Background: an optimization exercise with open tools, aiming at small area. Do not read the settings as production practice. Only simulation tests tie the RTL to the original design; equivalence was not proved. Power and IR drop assume default switching activity. The flow treats the clock pin as an ideal source, which a real chip does not have.

Design row_replay_reader, start of the top module:
module row_replay_reader #(
    parameter int DATA_WIDTH = 24,
    parameter int IMG_WIDTH  = 128,
    parameter int SCALE      = 2
) (
    input  logic                  clk,
    input  logic                  rst,
    input  logic                  ce,
    input  logic [DATA_WIDTH-1:0] s_data,
    input  logic                  s_valid,
    output logic                  s_ready,
    output logic [DATA_WIDTH-1:0] m_data,
    output logic                  m_valid,
    input  logic                  m_ready,
    output logic                  m_last,
    output logic                  m_done
);
For scale: about 3,100 flip-flops, roughly 57 I/O pins.
export LEC_CHECK = 0
export ABC_CLOCK_PERIOD_IN_PS = 6000
export CAP_MARGIN = 20
export CORE_MARGIN = 2
export CORE_UTILIZATION = 45
export CTS_BUF_LIST = sky130_fd_sc_hd__clkbuf_8
export CTS_CLUSTER_DIAMETER = 50
export CTS_CLUSTER_SIZE = 20
export PLACE_DENSITY = 0.6
export SLEW_MARGIN = 20
create_clock -name core_clock -period 15.0 [get_ports {clk}]
standard.sh (not shown) runs the stock make flow with config.mk's settings and CLKGATE_MAP_FILE= SYNTH_SCRIPT=/design/flow/synth_recipe.tcl, a recipe that flattens the netlist after the stock synthesis.
==> flow/flow/run.sh <==
#!/bin/bash
# Standard ORFS layout; clock tree synthesis without dummy loads, ports buffered with buf_1.
set -e
export CTS_ARGS="-sink_clustering_enable -repair_clock_nets -sink_clustering_size 22 -sink_clustering_max_diameter 40 -buf_list sky130_fd_sc_hd__clkbuf_8 -dont_use_dummy_load"
export BUFFER_PORTS_ARGS="-buffer_cell sky130_fd_sc_hd__buf_1"
bash standard.sh > standard.log 2>&1
Change:
==> flow/run.sh (new file) <==
#!/bin/bash
# synth_recipe.tcl (not shown) runs the flow's synth.tcl, then flattens the netlist and writes it again
# the make line also repeats each setting of config.mk as NAME=value (left out here)
make -C /OpenROAD-flow-scripts/flow DESIGN_CONFIG=/design/flow/config.mk WORK_HOME=/design/flow/orfs CLKGATE_MAP_FILE= SYNTH_SCRIPT=/design/flow/synth_recipe.tcl finish
removed: flow/flow/run.sh
removed: flow/standard.sh
Worst hold slack improves by 65 ps. Via count stays flat. Routed wire length climbs slightly. Core utilization climbs by 0.55 points. Setup slack degrades by 740 ps. Clock skew drops by 51 ps. Total power climbs slightly. Synthesized cell count stays the same. Clock power climbs by a little under a tenth. Final cell count climbs slightly.
Change:
==> flow/flow/run.sh (new file) <==
#!/bin/bash
# Standard ORFS layout; clock tree synthesis without dummy loads, ports buffered with buf_1.
set -e
export CTS_ARGS="-sink_clustering_enable -repair_clock_nets -sink_clustering_size 20 -sink_clustering_max_diameter 50 -buf_list sky130_fd_sc_hd__clkbuf_8 -dont_use_dummy_load"
export BUFFER_PORTS_ARGS="-buffer_cell sky130_fd_sc_hd__buf_1"
bash standard.sh > standard.log 2>&1
==> flow/standard.sh (new file) <==
#!/bin/bash
# synth_recipe.tcl (not shown) runs the flow's synth.tcl, then flattens the netlist and writes it again
# the make line also repeats each setting of config.mk as NAME=value (left out here)
make -C /OpenROAD-flow-scripts/flow DESIGN_CONFIG=/design/flow/config.mk WORK_HOME=/design/flow/orfs CLKGATE_MAP_FILE= SYNTH_SCRIPT=/design/flow/synth_recipe.tcl "${@:-finish}"
removed: flow/run.sh
What happened: Combinational power shrinks by about 4%. Power shrinks by 2.4%. Worst hold slack got worse by 49 ps. Global-route usage shrinks by 0.12 points. First-iteration DRC count shrinks by 0.93%.
Change:
==> flow/flow/run.sh (replaced) <==
#!/bin/bash
# Standard ORFS layout; clock tree synthesis without dummy loads, ports buffered with buf_1.
set -e
export CTS_ARGS="-sink_clustering_enable -repair_clock_nets -sink_clustering_size 20 -sink_clustering_max_diameter 45 -buf_list {sky130_fd_sc_hd__clkbuf_8} -dont_use_dummy_load"
export BUFFER_PORTS_ARGS="-buffer_cell sky130_fd_sc_hd__buf_1"
bash standard.sh > standard.log 2>&1
CORE_UTILIZATION = 55   (was 45)
CTS_BUF_LIST = not set   (was sky130_fd_sc_hd__clkbuf_8)
CTS_CLUSTER_DIAMETER = 45   (was 50)
PLACE_DENSITY = 0.7   (was 0.6)
After rerunning:
- The changed run completed without violations
- design area decreases by 0.54%
- power goes up by 0.41%
- setup slack got worse by 8.5 ps
- clock-buffer cell count grows by 5
- critical path depth does not change
- sequential cell count does not change
- global-route usage rises by 2.5 points
- synthesized cell count is unchanged
- sequential power stays flat
- sequential share of layout area climbs by 0.46 points
Change:
==> flow/flow/run.sh (replaced) <==
#!/bin/bash
# Standard ORFS layout; clock tree synthesis without dummy loads, ports buffered with buf_1.
set -e
export CTS_ARGS="-sink_clustering_enable -repair_clock_nets -sink_clustering_size 20 -sink_clustering_max_diameter 50 -buf_list {sky130_fd_sc_hd__clkbuf_4 sky130_fd_sc_hd__clkbuf_8} -dont_use_dummy_load"
export BUFFER_PORTS_ARGS="-buffer_cell sky130_fd_sc_hd__buf_1"
bash standard.sh > standard.log 2>&1
CORE_UTILIZATION = 45   (was 55)
CTS_CLUSTER_DIAMETER = 50   (was 45)
PLACE_DENSITY = 0.6   (was 0.7)
The new run went through all stages and came out clean.
Design area rose by about 0.55%.
Global-route usage goes down by 2.5 points.
Flip-flop and latch count does not change.
Clock skew increases by 4.6 ps.
Synthesized area is unchanged.
Final cell count climbs by 6.4%.
Core utilization went down by 11 points.
Routed wire length is about the same.
Worst hold slack hardly moves.

## run A
row_replay_reader, a different RTL version from the one above (not shown whole).
Size: ~3100 flip-flops, roughly 57 I/O pins, ~0.071 sq mm of cells after synthesis.
make LEC_CHECK=0 ABC_CLOCK_PERIOD_IN_PS=6000 CAP_MARGIN=20 CORE_MARGIN=2 CORE_UTILIZATION=45 CTS_BUF_LIST=sky130_fd_sc_hd__clkbuf_4 CTS_CLUSTER_DIAMETER=35 CTS_CLUSTER_SIZE=11 PLACE_DENSITY=0.6 SLEW_MARGIN=20 finish   # period 15.0 ns
run.sh (not shown) runs the stock make flow with config.mk's settings and CLKGATE_MAP_FILE= SYNTH_SCRIPT=/design/flow/synth_recipe.tcl, a recipe that flattens the netlist after the stock synthesis.
Stock flow here: none of the scripts above is used.
Here is what was changed in the inputs of run B compared with run A.
Settings: CTS_CLUSTER_SIZE: 11 -> 26; CTS_CLUSTER_DIAMETER: 35 -> 60; CTS_BUF_LIST: sky130_fd_sc_hd__clkbuf_4 -> sky130_fd_sc_hd__clkbuf_16.
- Run B against run A: wire length of the first global-routing pass went down 6300 um, part of the power in combinational logic closely matched the old numbers, synthesis-to-layout area growth +0.79 points.
The inputs of run C differ from those of run B as listed below.
Settings: a change of CTS_CLUSTER_DIAMETER from 60 to 50; a change of CTS_BUF_LIST from sky130_fd_sc_hd__clkbuf_16 to sky130_fd_sc_hd__clkbuf_8; a change of CTS_CLUSTER_SIZE from 26 to 20.
### Flow results
Delta (run C minus run B): critical path depth has remained practically unchanged; sequential fraction of total cell area has increased; switching component of the power has decreased.
Final area on run C is ahead of run B.

Setup of violet:
The RTL this note starts from:
==> flow/design.v <==
module row_replay_reader #(
    parameter int DATA_WIDTH = 24,
    parameter int IMG_WIDTH  = 128,
    parameter int SCALE      = 2
) (
    input  logic                  clk,
    input  logic                  rst,
    input  logic                  ce,
    input  logic [DATA_WIDTH-1:0] s_data,
    input  logic                  s_valid,
    output logic                  s_ready,
    output logic [DATA_WIDTH-1:0] m_data,
    output logic                  m_valid,
    input  logic                  m_ready,
    output logic                  m_last,
    output logic                  m_done
);
    localparam int CW = $clog2(IMG_WIDTH);
    localparam int RW = (SCALE > 1) ? $clog2(SCALE) : 1;
    localparam int NW = RW + CW + RW;
    localparam int K  = 8;                
    localparam int KW = $clog2(K);
    localparam int R  = IMG_WIDTH / K;    
    logic                                  replay;
    logic                                  replay_d;
    logic [NW-1:0]                         cnt;
    logic [NW-1:0]                         cnt_d;
    logic [CW-1:0]                         col;
    logic [KW:0]                           cyc;       
    logic [KW-1:0]                         ph;
    logic [K-1:0]                          pend;
    logic [K-1:0]                          pend_d;
    logic                                  accept;
    logic                                  emit;
    logic                                  h_end;
    logic                                  req;
    logic [KW-1:0]                         chain;
    logic [KW-1:0]                         chain_d;
    logic [KW:0]                           wpos;
    logic [KW:0]                           rpos_d;
    logic                                  sh_q;
    logic                                  shn_q;
    logic [K-1:0]                          wsel;
    logic [K-1:0]                          rsel_q;
    logic                                  winv_q;
    logic [KW:0]                           wpos_d;
    logic                                  rinv_q;
    logic [DATA_WIDTH-1:0]                 wdata;
    logic [DATA_WIDTH-1:0]                 rdata;
    logic [R-1:0][K-1:0][DATA_WIDTH-1:0]   st;
    assign s_ready = ce & ~rst & ~replay;
    assign m_valid = ce & replay;
    assign accept  = s_valid & s_ready;
    assign emit    = m_valid & m_ready;
    assign col     = cnt[RW+CW-1:RW];
    assign h_end   = &cnt[RW-1:0];
    assign chain   = col[KW-1:0];
    assign ph      = cyc[KW-1:0];
    assign m_last  = &cnt[RW+CW-1:0];
    assign m_done  = &cnt;
    assign req     = (accept & ~(&col[CW-1:KW])) | (emit & h_end);
    always_comb begin
        cnt_d    = cnt;
        replay_d = replay;
        if (accept) begin
            cnt_d[RW+CW-1:RW] = col + 1'b1;
            if (&col) replay_d = 1'b1;
        end
        if (emit) begin
            cnt_d = cnt + 1'b1;
            if (&cnt) replay_d = 1'b0;
        end
        for (int p = 0; p < K; p++) begin
            pend_d[p] = (req && chain == KW'(p)) || (pend[p] && ph != KW'(p));
        end
    end
    assign chain_d = cnt_d[RW+KW-1:RW];
    assign rpos_d  = cyc - chain_d;
    assign wpos    = cyc - chain;
    assign wpos_d  = cyc + 1'b1 - chain_d;
    for (genvar s = 0; s < K; s++) begin : g_wsel
        assign wsel[s] = accept & (wpos[KW-1:0] == KW'(s));
    end
    always_ff @(posedge clk or posedge rst) begin
        if (rst) begin
            replay <= 1'b0;
            cnt    <= '0;
            cyc    <= '0;
            pend   <= '0;
            winv_q <= 1'b1;
        end else begin
            replay <= replay_d;
            cnt    <= cnt_d;
            cyc    <= cyc + 1'b1;
            pend   <= pend_d;
            winv_q <= ~wpos_d[KW];
        end
    end
    always_ff @(posedge clk) begin
        sh_q   <= pend_d[ph + 1'b1];
        shn_q  <= ~pend_d[ph + 1'b1];
        rinv_q <= ~rpos_d[KW];
        for (int s = 0; s < K; s++) begin
            rsel_q[s] <= (rpos_d[KW-1:0] == KW'(s));
        end
    end
    logic [K-1:0][DATA_WIDTH-1:0] rterm;
    for (genvar s = 0; s < K; s++) begin : g_rd
        assign rterm[s] = st[0][s] & {DATA_WIDTH{rsel_q[s]}};
    end
    always_comb begin
        rdata = '0;
        for (int s = 0; s < K; s++) begin
            rdata = rdata | rterm[s];
        end
    end
    assign m_data = rdata ^ {DATA_WIDTH{rinv_q}};
    assign wdata  = s_data ^ {DATA_WIDTH{winv_q}};
    for (genvar i = 0; i < R; i++) begin : g_ring
        localparam int NXT = (i + 1) % R;
        always_ff @(posedge clk) begin
            if (i == R - 1 && wsel[0]) begin
                st[i][0] <= wdata;
            end else begin
                st[i][0] <= ~((st[NXT][K-1] | {DATA_WIDTH{shn_q}}) &
                              (st[i][K-1]   | {DATA_WIDTH{sh_q}}));
            end
        end
        for (genvar s = 1; s < K; s++) begin : g_slot
            always_ff @(posedge clk) begin
                if (i == R - 1 && wsel[s]) begin
                    st[i][s] <= wdata;
                end else begin
                    st[i][s] <= st[i][s-1];
                end
            end
        end
    end
endmodule
export LEC_CHECK = 0
export ABC_CLOCK_PERIOD_IN_PS = 6000
export CAP_MARGIN = 20
export CORE_MARGIN = 2
export CORE_UTILIZATION = 45
export CTS_BUF_LIST = sky130_fd_sc_hd__clkbuf_8
export CTS_CLUSTER_DIAMETER = 50
export CTS_CLUSTER_SIZE = 20
export PLACE_DENSITY = 0.6
export SLEW_MARGIN = 20
create_clock -name core_clock -period 15.0 [get_ports {clk}]
standard.sh (not shown) runs the stock make flow with config.mk's settings and CLKGATE_MAP_FILE= SYNTH_SCRIPT=/design/flow/synth_recipe.tcl, a recipe that flattens the netlist after the stock synthesis.
==> flow/flow/run.sh <==
#!/bin/bash
# Standard ORFS layout; clock tree synthesis without dummy loads, ports buffered with buf_1.
set -e
export CTS_ARGS="-sink_clustering_enable -repair_clock_nets -sink_clustering_size 11 -sink_clustering_max_diameter 35 -buf_list sky130_fd_sc_hd__clkbuf_4 -dont_use_dummy_load"
export BUFFER_PORTS_ARGS="-buffer_cell sky130_fd_sc_hd__buf_1"
bash standard.sh > standard.log 2>&1
[inputs] harbor vs violet
==> flow/flow/run.sh <==
#!/bin/bash
# Standard ORFS layout, with clock tree synthesis told not to add dummy loads.
set -e
export CTS_ARGS="-sink_clustering_enable -repair_clock_nets -sink_clustering_size 20 -sink_clustering_max_diameter 50 -buf_list sky130_fd_sc_hd__clkbuf_8 -dont_use_dummy_load"
bash standard.sh > standard.log 2>&1
--- outcome ---
Final wirelength shrinks slightly when moving from violet to harbor. harbor vs violet — wire length per cell after detailed routing rose about 1.8%. harbor vs violet: area growth from synthesis to layout up. Lower top achievable clock speed goes to harbor over violet. harbor vs. violet: utilization of the core after routing barely changed, share of cell area taken by multi-input logic gates shows no meaningful change, worst setup slack went down. Measured against each other, violet and harbor differ in clock latency reported for the late side of the worst-skew pair, the higher figure coming from violet. The worst setup slack after placement of harbor is lower than that of violet. On sum of met2 wire segment lengths after detailed routing: between violet and harbor, it ends up lower for harbor. The final layout from harbor, which completed every stage, passed the timing, DRC and antenna checks at the end of the flow. Between violet and harbor, the switching power is lower for harbor.
Input changes introduced in tundra (baseline for comparison: harbor):
==> flow/flow/run.sh <==
#!/bin/bash
# Standard ORFS layout; clock tree synthesis without dummy loads, ports buffered with buf_1.
set -e
export CTS_ARGS="-sink_clustering_enable -repair_clock_nets -sink_clustering_size 21 -sink_clustering_max_diameter 45 -buf_list sky130_fd_sc_hd__clkbuf_8 -dont_use_dummy_load"
export BUFFER_PORTS_ARGS="-buffer_cell sky130_fd_sc_hd__buf_1"
bash standard.sh > standard.log 2>&1
### Flow results
According to the power report, total power for tundra is lower than for harbor.
[compare] base=harbor new=tundra: number of clock buffers in the layout climbed 1, combinational power share dropped 0.3 points, global-route congestion overflow total barely changed.
Modified inputs, cedar compared to tundra
-- flow/flow/run.sh --
<<< tundra, line 4
export CTS_ARGS="-sink_clustering_enable -repair_clock_nets -sink_clustering_size 21 -sink_clustering_max_diameter 45 -buf_list sky130_fd_sc_hd__clkbuf_8 -dont_use_dummy_load"
>>> cedar, line 4
export CTS_ARGS="-sink_clustering_enable -repair_clock_nets -sink_clustering_size 34 -sink_clustering_max_diameter 70 -buf_list sky130_fd_sc_hd__clkbuf_16 -dont_use_dummy_load"
--- outcome ---
- Power dissipated by switching net loads (lower): cedar
- On final setup violation count, tundra tracks cedar almost exactly.
- | register-to-register slack | cedar vs tundra | ≈ equal |
- Between tundra and cedar, via count is higher for tundra, cedar comes in under that.

Setup of lane 1:
Another version of the RTL of row_replay_reader (not shown whole).
Size in the first run: about 4300 cells after synthesis, ~3100 flip-flops, about 69000 um2 of cells after synthesis.
## row_replay_reader
module row_replay_reader #(
    parameter int DATA_WIDTH = 24,
    parameter int IMG_WIDTH  = 128,
    parameter int SCALE      = 2
) (
    input  logic                  clk,
    input  logic                  rst,
    input  logic                  ce,
    input  logic [DATA_WIDTH-1:0] s_data,
    input  logic                  s_valid,
    output logic                  s_ready,
    output logic [DATA_WIDTH-1:0] m_data,
    output logic                  m_valid,
    input  logic                  m_ready,
    output logic                  m_last,
    output logic                  m_done
);
==> flow/config.mk <==
export PLATFORM = sky130hd
export DESIGN_NAME = row_replay_reader
export DESIGN_NICKNAME = row_replay_reader
export VERILOG_FILES = /design/flow/design.v
export SDC_FILE = /design/flow/constraint.sdc
export NUM_CORES = 4
export LEC_CHECK = 0
export ABC_CLOCK_PERIOD_IN_PS = 6000
export CAP_MARGIN = 20
export CORE_MARGIN = 2
export CORE_UTILIZATION = 45
export CTS_BUF_LIST = sky130_fd_sc_hd__clkbuf_8
export CTS_CLUSTER_DIAMETER = 100
export CTS_CLUSTER_SIZE = 20
export PLACE_DENSITY = 0.6
export SLEW_MARGIN = 20
==> flow/constraint.sdc <==
create_clock -name core_clock -period 15.0 [get_ports {clk}]
set_input_delay 3.0000 -clock core_clock [delete_from_list [all_inputs] [get_ports {clk}]]
set_output_delay 3.0000 -clock core_clock [all_outputs]
set_load 0.01 [all_outputs]
==> flow/flow/run.sh <==
#!/bin/bash
# Standard ORFS layout; clock tree synthesis without dummy loads, ports buffered with buf_1.
set -e
export CTS_ARGS="-sink_clustering_enable -repair_clock_nets -sink_clustering_size 20 -sink_clustering_max_diameter 100 -buf_list sky130_fd_sc_hd__clkbuf_8 -dont_use_dummy_load"
export BUFFER_PORTS_ARGS="-buffer_cell sky130_fd_sc_hd__buf_1"
bash standard.sh > standard.log 2>&1
Setup changes, lane 1 to lane 2
- changing CTS_CLUSTER_DIAMETER from 100 to 50
==> flow/flow/run.sh <==
#!/bin/bash
# Standard ORFS layout; clock tree synthesis without dummy loads, ports buffered with buf_1.
set -e
export CTS_ARGS="-sink_clustering_enable -repair_clock_nets -sink_clustering_size 20 -sink_clustering_max_diameter 50 -buf_list sky130_fd_sc_hd__clkbuf_8 -dont_use_dummy_load"
export BUFFER_PORTS_ARGS="-buffer_cell sky130_fd_sc_hd__buf_1"
bash standard.sh > standard.log 2>&1
Findings:
Compare lane 1 and lane 2 | post-detailed-routing wire length higher: lane 2
Lane 1 -> lane 2: share of power burned in combinational logic flat
Compared lane 1 against lane 2; layout buffering overhead excluding clock cells within noise.
Lane 1 -> lane 2: worst setup slack flat
Transition at the pin with the smallest max-transition slack in lane 2 is 0.0058 ns lower than in lane 1
Lane 2 vs. lane 1: share of total power in the clock network climbed 0.3 points; non-clock inverter instance count of the final layout held; total power went up by about 0.4%.
On final design utilization, lane 1 and lane 2 are basically level.
Compared to lane 1, lane 2 has relative area change from synthesis to final layout 0.18 points higher.

[what the ideal ports hide]
How much do the figures lean on ideal ports? The routed layouts below were timed once more, with nothing changed but the port constraints. Step 1 assumes that a clkbuf_16 drives the clock port and a buf_2 every other input. Step 2 adds t to the input delays and takes it off the output delays; t is the mean of the earliest and latest rising clock arrival at the registers after step 1. Input paths then give back, and output paths get back, about the clock's delay inside the block. a / b / c = ideal / step 1 / step 2; a / b = the first two.
run	t, ns	slack for setup (ns)	hold WS [ns]	worst setup path at the end	worst data-port slew with drivers (ns)
the first run of note 1	0.915	8.407 / 8.385 / 8.385	0.235 / 0.235 / 0.235	input to output	0.06
the second run of note 1	0.976	7.667 / 7.644 / 7.644	0.300 / 0.300 / 0.300	input to output	0.07
the third run of note 1	0.919	8.417 / 8.395 / 8.395	0.251 / 0.251 / 0.251	input to output	0.05
the fourth run of note 1	0.913	8.409 / 8.385 / 8.385	0.252 / 0.252 / 0.252	input to output	0.05
the fifth run of note 1	0.919	8.417 / 8.395 / 8.395	0.251 / 0.251 / 0.251	input to output	0.05
run A	1.296	6.980 / 6.915 / 7.617	0.279 / 0.279 / 0.279	input to output	0.15
run B	0.837	7.450 / 7.380 / 7.615	0.320 / 0.320 / 0.320	input to output	0.17
run C	0.956	7.296 / 7.230 / 7.618	0.311 / 0.311 / 0.311	input to output	0.16
violet	1.243	8.417 / 8.395 / 8.395	0.268 / 0.268 / 0.268	input to output	0.05
harbor	0.940	7.672 / 7.649 / 7.649	0.239 / 0.239 / 0.239	input to output	0.08
tundra	0.920	8.422 / 8.400 / 8.400	0.267 / 0.267 / 0.267	input to output	0.05
cedar	0.776	8.411 / 8.389 / 8.389	0.269 / 0.269 / 0.269	input to output	0.05
lane 1	0.913	8.543 / 8.519 / 8.519	0.231 / 0.231 / 0.231	input to output	0.04
lane 2	0.897	8.543 / 8.519 / 8.519	0.241 / 0.241 / 0.241	input to output	0.04
After both steps setup and hold are still met in every run listed.
